This is an optimization exercise on Yosys and OpenROAD, whose aim is small area and a short achievable clock period, not a production implementation. Only simulation tests tie the RTL to the original design; equivalence was not proved. No activity file was given, so power comes from the tool's default toggle rates.

lagoon:
Design periph_top, start of the top module:
module periph_top (
  input  logic                            clk_i,
  input  logic                            ndmreset_n,
  input  logic                            req_i,
  input  logic                            we_i,
  input  logic [31:0]                     addr_i,
  input  logic [3:0]                      be_i,
  input  logic [31:0]                     wdata_i,
  output logic [31:0]                     rdata_o,
  input  logic [32-1:0]  irq_sources_i,
  output logic                            timer_irq_o,
  output logic                            ipi_o,
  output logic [2-1:0]  eip_o
);
  localparam logic [31:0] CB = 32'h0200_0000;
  localparam logic [31:0] PB = 32'h0C00_0000;
  logic        tick_q;
  logic [63:0] mtime_q;
  logic [63:0] ncmp_q;       
  logic        msip_q;
  logic        timer_q;
  logic [31:0] rdata_q;
  logic [2:0]  prio_q [1:31];
  logic [31:1] en0_q, en1_q;
  logic [2:0]  thr0_q, thr1_q;
  logic [31:1] pend_q, infl_q;
  logic rd, wr;
  assign rd = req_i & ~we_i;
  assign wr = req_i &  we_i;
  logic hit_msip, hit_cmplo, hit_cmphi, hit_mtlo, hit_mthi;
  logic hit_prio, hit_pend, hit_en0, hit_en1, hit_thr0, hit_thr1, hit_clm0, hit_clm1;
  logic [4:0] prio_idx;
  assign hit_msip  = addr_i == CB + 32'h0000_0000;
  assign hit_cmplo = addr_i == CB + 32'h0000_4000;
  assign hit_cmphi = addr_i == CB + 32'h0000_4000 + 32'd4;
  assign hit_mtlo  = addr_i == CB + 32'h0000_BFF8;
  assign hit_mthi  = addr_i == CB + 32'h0000_BFF8 + 32'd4;
  assign hit_prio  = addr_i[31:7] == PB[31:7];
  assign prio_idx  = addr_i[6:2];
  assign hit_pend  = addr_i == PB + 32'h0000_1000;
  assign hit_en0   = addr_i == PB + 32'h0000_2000;
  assign hit_en1   = addr_i == PB + 32'h0000_2000 + 32'h80;
  assign hit_thr0  = addr_i == PB + 32'h0020_0000;
  assign hit_clm0  = addr_i == PB + 32'h0020_0000 + 32'd4;
  assign hit_thr1  = addr_i == PB + 32'h0020_0000 + 32'h1000;
  assign hit_clm1  = addr_i == PB + 32'h0020_0000 + 32'h1004;
  logic [31:1] p2, p1, p0;
  always_comb begin
    for (int i = 1; i < 32; i++) begin
      p2[i] = prio_q[i][2];
      p1[i] = prio_q[i][1];
      p0[i] = prio_q[i][0];
    end
  end
  logic [4:0] best0, best1;
  logic       eip0, eip1;
  plic_arb u_arb0 (.act_i(pend_q & en0_q), .p2_i(p2), .p1_i(p1), .p0_i(p0),
  ...
clock: 60.0 ns
lec_check: 0
abc_area: 1
cap_margin: 20
core_margin: 2
core_utilization: 55
place_density: 0.65
slew_margin: 20
synth_hierarchical: 1
synth_minimum_keep_size: 0
standard.sh (not shown) runs the stock make flow with config.mk's settings and CLKGATE_MAP_FILE= SYNTH_SCRIPT=/design/flow/synth_recipe.tcl, a recipe that flattens the netlist after the stock synthesis.
==> flow/flow/run.sh <==
#!/bin/bash
# The standard layout (standard.sh, unchanged synthesis and steps), with settings
# passed through the environment:
#  - port buffers are buf_2 cells instead of the default delay-buffer choice;
#  - timing repair (floorplan, CTS, global route) aims for a setup slack of
#    SETUP_SLACK_MARGIN ns at the design's own clock and constraints;
#  - clock tree: clkbuf_16 only, larger sink clusters, no dummy loads.
set -euo pipefail
export BUFFER_PORTS_ARGS="-buffer_cell sky130_fd_sc_hd__buf_2"
export SETUP_SLACK_MARGIN=45.2
export CTS_ARGS="-sink_clustering_enable -repair_clock_nets -buf_list sky130_fd_sc_hd__clkbuf_16 -sink_clustering_size 24 -sink_clustering_max_diameter 60 -dont_use_dummy_load"
bash standard.sh > standard.log 2>&1
lagoon finished every stage and its layout cleared the timing, design-rule and antenna checks.
Changes in maple relative to lagoon:
Settings: PLACE_DENSITY now 0.74, was 0.65; CORE_UTILIZATION now 65, was 55.
-- flow/flow/run.sh --
<<< lagoon, line 9
export BUFFER_PORTS_ARGS="-buffer_cell sky130_fd_sc_hd__buf_2"
export SETUP_SLACK_MARGIN=45.2
export CTS_ARGS="-sink_clustering_enable -repair_clock_nets -buf_list sky130_fd_sc_hd__clkbuf_16 -sink_clustering_size 24 -sink_clustering_max_diameter 60 -dont_use_dummy_load"
bash standard.sh > standard.log 2>&1
>>> maple, line 9
export BUFFER_PORTS_ARGS="-buffer_cell sky130_fd_sc_hd__buf_2"
export SETUP_SLACK_MARGIN=45.2
export CTS_ARGS="-sink_clustering_enable -repair_clock_nets -buf_list sky130_fd_sc_hd__clkbuf_16 -sink_clustering_size 28 -sink_clustering_max_diameter 70 -dont_use_dummy_load"
bash standard.sh > standard.log 2>&1
--- outcome ---
- In summary, maple completed successfully, with a layout that passed the timing, design-rule and antenna checks.
- maple vs lagoon: worst hold slack down in maple
- [compare] base=lagoon new=maple: wire length dropped 3000 microns, final standard cell count with taps included and fillers excluded dropped 74.
Setup changes, maple to garnet
Settings: a change of CORE_UTILIZATION from 65 to 55; a change of PLACE_DENSITY from 0.74 to 0.65.
Findings:
garnet was carried through to the last stage, and its layout satisfied the timing, design-rule and antenna checks. From maple to garnet the numbers moved as follows: net switching share of the total power comparable, via density per instance -4.3%, relative area of non-clock buffer cells in the final design moved down, cell depth of the worst flop-to-flop path -3, part of the total power dissipated in the clock network saw a decrease. Against maple, number of non-clock buffers in garnet fell by a few percent. Re clock latency at the later pin of the worst-skew pair: garnet is 30 ps down on maple.
The following lists how tundra was set up differently from garnet:
-- flow/flow/run.sh --
<<< garnet, line 9
export BUFFER_PORTS_ARGS="-buffer_cell sky130_fd_sc_hd__buf_2"
export SETUP_SLACK_MARGIN=45.2
export CTS_ARGS="-sink_clustering_enable -repair_clock_nets -buf_list sky130_fd_sc_hd__clkbuf_16 -sink_clustering_size 28 -sink_clustering_max_diameter 70 -dont_use_dummy_load"
bash standard.sh > standard.log 2>&1
>>> tundra, line 9
export BUFFER_PORTS_ARGS="-buffer_cell sky130_fd_sc_hd__buf_2"
export SETUP_SLACK_MARGIN=45.2
export CTS_ARGS="-sink_clustering_enable -repair_clock_nets -buf_list sky130_fd_sc_hd__clkbuf_16 -sink_clustering_size 32 -sink_clustering_max_diameter 80 -dont_use_dummy_load"
bash standard.sh > standard.log 2>&1
## What came out
tundra reached the final stage; the timing, design-rule and antenna checks on its layout passed.
tundra has fmax above what garnet had.
From garnet to tundra the numbers moved as follows: vias after detailed routing roughly the same; buffer count excluding the clock tree in the final layout went up by 8; initial antenna violation count shrank by 2.

==> what the ideal ports hide <==
How much do the figures lean on ideal ports? The routed layouts below were timed once more, with nothing changed but the port constraints.
Step 1 assumes that a clkbuf_16 drives the clock port and a buf_2 every other input.
Step 2 moves the port delays by t, midway between the first and last clock arrival at a register: inputs arrive t later, outputs are due t later. That takes back most of the time a late clock gives input paths.
Slacks: ideal ports / drivers / drivers and shift; pairs: ideal ports / drivers.
| run | t (ns) | setup WS [ns] | hold slack, ns | clock arrival spread, ns |
|---|---|---|---|---|
| lagoon | 0.667 | 45.034 / 45.067 / 44.405 | 0.489 / 0.489 / 0.489 | 0.066 / 0.067 |
| maple | 0.656 | 45.079 / 45.020 / 44.588 | 0.474 / 0.474 / 0.474 | 0.110 / 0.110 |
| garnet | 0.653 | 45.019 / 44.956 / 44.628 | 0.494 / 0.494 / 0.494 | 0.064 / 0.064 |
| tundra | 0.637 | 45.087 / 45.024 / 44.527 | 0.493 / 0.493 / 0.493 | 0.086 / 0.086 |
After both steps setup and hold are still met in every run listed. The setup slack of lagoon, which loses most, moves by +0.033 ns with the drivers and by -0.629 ns with both steps.
